From an optimization exercise on the open Yosys and OpenROAD flow, aimed at small area, a short achievable clock period and few clock cycles per item; shortcuts taken in it are not production practice. The RTL was checked by simulation tests, not by an equivalence proof against the original design. Power is estimated from default activity; no workload was simulated.

lane 1:
## math_expression_tokenizer
module math_expression_tokenizer #(
	parameter int MANTISSA_BITS = 48,
	parameter int DEPTH_BITS = 8
) (
	input  logic clk,
	input  logic arst_n,
	input  logic chars_valid,
	output logic chars_ready,
	input  logic [7:0] chars_character,
	output logic tokens_valid,
	input  logic tokens_ready,
	output logic [4:0] tokens_token_kind,
	output logic [47:0] tokens_number_mantissa,
	output logic [3:0] tokens_fraction_digits,
	output logic [1:0] tokens_status,
	output logic tokens_last,
	input  logic cfg_valid,
	output logic cfg_ready,
	input  logic cfg_comma_decimal_mark
);
For scale: ~930 cells after synthesis, roughly 120 flip-flops, ~77 I/O pins, ~8800 um^2 of cells after synthesis.
clock: 5.3 ns
lec_check: 0
cap_margin: 20
core_margin: 2
core_utilization: 40
cts_buf_list: sky130_fd_sc_hd__clkbuf_4 sky130_fd_sc_hd__clkbuf_8
cts_cluster_size: 30
setup_slack_margin: 2.5
slew_margin: 20
standard.sh (not shown) runs the stock make flow with config.mk's settings and CLKGATE_MAP_FILE= SYNTH_SCRIPT=/design/flow/synth_recipe.tcl, a recipe that flattens the netlist after the stock synthesis.
==> flow/flow/run.sh <==
#!/bin/bash
# the standard layout, with the port buffers made from buf_1 cells instead
# of the delay buffers buffer_ports picks by default; every port still gets
# its own buffer. make's output goes to standard.log, each ORFS step's to
# its own log under orfs/logs.
set -euo pipefail
export BUFFER_PORTS_ARGS="-buffer_cell sky130_fd_sc_hd__buf_1"
bash standard.sh > standard.log 2>&1
Lane 1 completed; timing, DRC and antenna clean
Testbench counts of lane 1, summed over its fixed seeds: cycles 45,710, chars 45,683.
diff inputs: lane 1 => lane 2
Settings: SETUP_SLACK_MARGIN: 2.5 -> 2.0.
==> flow/flow/run.sh <==
#!/bin/bash
# the standard layout, with the port buffers made from buf_2 cells instead
# of the delay buffers buffer_ports picks by default; every port still gets
# its own buffer. make's output goes to standard.log, each ORFS step's to
# its own log under orfs/logs.
set -euo pipefail
export BUFFER_PORTS_ARGS="-buffer_cell sky130_fd_sc_hd__buf_2"
bash standard.sh > standard.log 2>&1
[summary]
First-pass GRT wire length on lane 2 is down relative to lane 1. Across both runs, sum of buffers and inverters on the critical path was higher for lane 2 than for lane 1. Diff lane 1..lane 2 | share of flip-flops with an asynchronous set or reset | unchanged. Setup slack in lane 2 is smaller than in lane 1. Minimum clock period: higher on lane 2.

* * *

## build 34
Starting RTL as in the previous note.
## math_expression_tokenizer
module math_expression_tokenizer #(
	parameter int MANTISSA_BITS = 48,
	parameter int DEPTH_BITS = 8
) (
	input  logic clk,
	input  logic arst_n,
	input  logic chars_valid,
	output logic chars_ready,
	input  logic [7:0] chars_character,
	output logic tokens_valid,
	input  logic tokens_ready,
	output logic [4:0] tokens_token_kind,
	output logic [47:0] tokens_number_mantissa,
	output logic [3:0] tokens_fraction_digits,
	output logic [1:0] tokens_status,
	output logic tokens_last,
	input  logic cfg_valid,
	output logic cfg_ready,
	input  logic cfg_comma_decimal_mark
);
clock: 5.3 ns
lec_check: 0
cap_margin: 20
core_margin: 2
core_utilization: 40
cts_buf_list: sky130_fd_sc_hd__clkbuf_4 sky130_fd_sc_hd__clkbuf_8
cts_cluster_size: 30
setup_slack_margin: 2.2
slew_margin: 20
==> flow/flow/run.sh <==
#!/bin/bash
# the standard layout, with the port buffers made from buf_2 cells instead
# of the delay buffers buffer_ports picks by default; every port still gets
# its own buffer. make's output goes to standard.log, each ORFS step's to
# its own log under orfs/logs.
set -euo pipefail
export BUFFER_PORTS_ARGS="-buffer_cell sky130_fd_sc_hd__buf_2"
bash standard.sh > standard.log 2>&1
Build 34 ran to completion and came out clean on the timing, DRC and antenna checks.
Testbench counts of build 34, summed over its fixed seeds: cycles 45,710, chars 45,683.
The inputs of build 25 differ from those of build 34 as listed below.
# build 34
export LEC_CHECK = 0
export CAP_MARGIN = 20
export CORE_MARGIN = 2
export CORE_UTILIZATION = 40
export CTS_BUF_LIST = sky130_fd_sc_hd__clkbuf_4 sky130_fd_sc_hd__clkbuf_8
export CTS_CLUSTER_SIZE = 30
export SETUP_SLACK_MARGIN = 2.2
export SLEW_MARGIN = 20
create_clock -name core_clock -period 5.3 [get_ports {clk}]
# build 25
export LEC_CHECK = 0
export CAP_MARGIN = 20
export CORE_MARGIN = 2
export CORE_UTILIZATION = 50
export CTS_BUF_LIST = sky130_fd_sc_hd__clkbuf_4 sky130_fd_sc_hd__clkbuf_8
export CTS_CLUSTER_SIZE = 30
export PLACE_DENSITY = 0.68
export SETUP_SLACK_MARGIN = 2.3
export SLEW_MARGIN = 20
create_clock -name core_clock -period 5.3 [get_ports {clk}]
==> flow/flow/run.sh <==
#!/bin/bash
# the standard layout, with the port buffers made from buf_1 cells instead
# of the delay buffers buffer_ports picks by default; every port still gets
# its own buffer. make's output goes to standard.log, each ORFS step's to
# its own log under orfs/logs.
set -euo pipefail
export BUFFER_PORTS_ARGS="-buffer_cell sky130_fd_sc_hd__buf_1"
bash standard.sh > standard.log 2>&1
## What came out
Total design power delta for build 25 relative to build 34: 1.3% lower. In build 25 relative to build 34, net count reported at finish had gone up slightly. What build 25 reported for met3 wire length has to be multiplied by 0.80 to get the figure for build 34. In the route summary, build 25 ends up with a via count exceeding that of build 34. Between build 34 and build 25, share of the final layout cell area in multi-input gates increased. Fraction of area in registers: build 25 vs build 34 up 0.23 points. In the metrics for build 34 and build 25, the one carrying the higher highest achievable clock rate is build 25.
Changes in build 60 relative to build 25:
# build 25
export LEC_CHECK = 0
export CAP_MARGIN = 20
export CORE_MARGIN = 2
export CORE_UTILIZATION = 50
export CTS_BUF_LIST = sky130_fd_sc_hd__clkbuf_4 sky130_fd_sc_hd__clkbuf_8
export CTS_CLUSTER_SIZE = 30
export PLACE_DENSITY = 0.68
export SETUP_SLACK_MARGIN = 2.3
export SLEW_MARGIN = 20
create_clock -name core_clock -period 5.3 [get_ports {clk}]
# build 60
export LEC_CHECK = 0
export CAP_MARGIN = 20
export CORE_MARGIN = 2
export CORE_UTILIZATION = 40
export CTS_BUF_LIST = sky130_fd_sc_hd__clkbuf_4 sky130_fd_sc_hd__clkbuf_8
export CTS_CLUSTER_SIZE = 30
export SETUP_SLACK_MARGIN = 2.3
export SLEW_MARGIN = 20
create_clock -name core_clock -period 5.3 [get_ports {clk}]
[summary]
- Diff build 25..build 60 | proportion of total power due to net switching | negligible
- Core util | build 60 vs build 25 | build 60 lower
- Timing endpoint of the critical path = u_lexer.lo_q[17]$_SDFFCE_PP0P_: build 60; timing endpoint of the critical path = chars_ready: build 25
- Via count delta for build 60 relative to build 25: about 2.7% lower
- Between build 60 and build 25, it is build 60 whose area overhead of the layout relative to synthesis is higher, by 0.34 points.
- On first-pass GRT wire length, build 60 and build 25 are neck and neck.
Input-level comparison between build 58 and build 60:
# build 60
export LEC_CHECK = 0
export CAP_MARGIN = 20
export CORE_MARGIN = 2
export CORE_UTILIZATION = 40
export CTS_BUF_LIST = sky130_fd_sc_hd__clkbuf_4 sky130_fd_sc_hd__clkbuf_8
export CTS_CLUSTER_SIZE = 30
export SETUP_SLACK_MARGIN = 2.3
export SLEW_MARGIN = 20
create_clock -name core_clock -period 5.3 [get_ports {clk}]
# build 58
export LEC_CHECK = 0
export CAP_MARGIN = 20
export CORE_MARGIN = 2
export CORE_UTILIZATION = 40
export CTS_BUF_LIST = sky130_fd_sc_hd__clkbuf_4 sky130_fd_sc_hd__clkbuf_8
export CTS_CLUSTER_SIZE = 30
export SETUP_SLACK_MARGIN = 2.2
export SLEW_MARGIN = 20
create_clock -name core_clock -period 5.3 [get_ports {clk}]
## What came out
Build 60: no failed stages, no open violations at the end. Build 58 went all the way through synthesis, placement and routing and the layout is clean on timing, DRC and antenna. The layout overhead on the synthesized area in build 58 sits 0.31 points above the value recorded for build 60. Going from build 60 to build 58, non-clock buffer count grows by 2. [compare] base=build 60 new=build 58: slew at the pin closest to its max-slew limit higher, via count of the routed design higher.
Edits applied to the flow inputs when going from build 58 to build 72:
# build 58
export LEC_CHECK = 0
export CAP_MARGIN = 20
export CORE_MARGIN = 2
export CORE_UTILIZATION = 40
export CTS_BUF_LIST = sky130_fd_sc_hd__clkbuf_4 sky130_fd_sc_hd__clkbuf_8
export CTS_CLUSTER_SIZE = 30
export SETUP_SLACK_MARGIN = 2.2
export SLEW_MARGIN = 20
create_clock -name core_clock -period 5.3 [get_ports {clk}]
# build 72
export LEC_CHECK = 0
export CAP_MARGIN = 20
export CORE_MARGIN = 2
export CORE_UTILIZATION = 40
export CTS_BUF_LIST = sky130_fd_sc_hd__clkbuf_4 sky130_fd_sc_hd__clkbuf_8
export CTS_CLUSTER_SIZE = 30
export SETUP_SLACK_MARGIN = 2.3
export SLEW_MARGIN = 20
create_clock -name core_clock -period 5.3 [get_ports {clk}]
==> flow/flow/run.sh <==
#!/bin/bash
# the standard layout, with the port buffers made from buf_2 cells instead
# of the delay buffers buffer_ports picks by default; every port still gets
# its own buffer. make's output goes to standard.log, each ORFS step's to
# its own log under orfs/logs.
set -euo pipefail
export BUFFER_PORTS_ARGS="-buffer_cell sky130_fd_sc_hd__buf_2"
bash standard.sh > standard.log 2>&1
==> notes.md <==
Power consumed by the clock network, build 58 and build 72, higher one = build 72.
Overflow left after global routing: build 58 vs build 72, no meaningful difference
On combinational power, build 58 and build 72 are neck and neck.
Ratio of cells with drive above 1 in the final layout ends up lower on build 58.
Area: build 72 vs build 58 -> build 72 larger

==> port drivers added, routing unchanged <==
How much do the figures lean on ideal ports? The routed layouts below were timed once more, with nothing changed but the port constraints. Step 1, drivers: a clkbuf_16 drives clk and a buf_2 each remaining input, both assumed. Step 2 adds t to the input delays and takes it off the output delays; t is the mean of the earliest and latest rising clock arrival at the registers after step 1. Input paths then give back, and output paths get back, about the clock's delay inside the block. Slacks: ideal ports / drivers / drivers and shift; pairs: ideal ports / drivers.
run	shift t [ns]	setup slack, ns	hold WS [ns]	worst setup path at the end	worst data-port slew with drivers (ns)
lane 1	0.472	2.343 / 2.302 / 2.200	0.495 / 0.495 / 0.495	input to register	0.05
lane 2	0.482	2.091 / 2.068 / 1.819	0.498 / 0.498 / 0.498	input to register	0.03
build 34	0.483	2.194 / 2.172 / 1.941	0.499 / 0.499 / 0.499	input to register	0.03
build 25	0.489	2.304 / 2.256 / 2.088	0.492 / 0.492 / 0.492	input to register	0.06
build 60	0.487	2.280 / 2.259 / 2.007	0.505 / 0.505 / 0.505	input to register	0.05
build 58	0.488	2.252 / 2.210 / 1.975	0.505 / 0.505 / 0.505	input to register	0.05
build 72	0.477	2.255 / 2.214 / 1.979	0.500 / 0.500 / 0.500	input to register	0.05
After both steps every run listed still meets setup and hold. For build 58, which loses most, drivers alone change the setup slack by -0.042 ns; drivers and shift together by -0.277 ns.
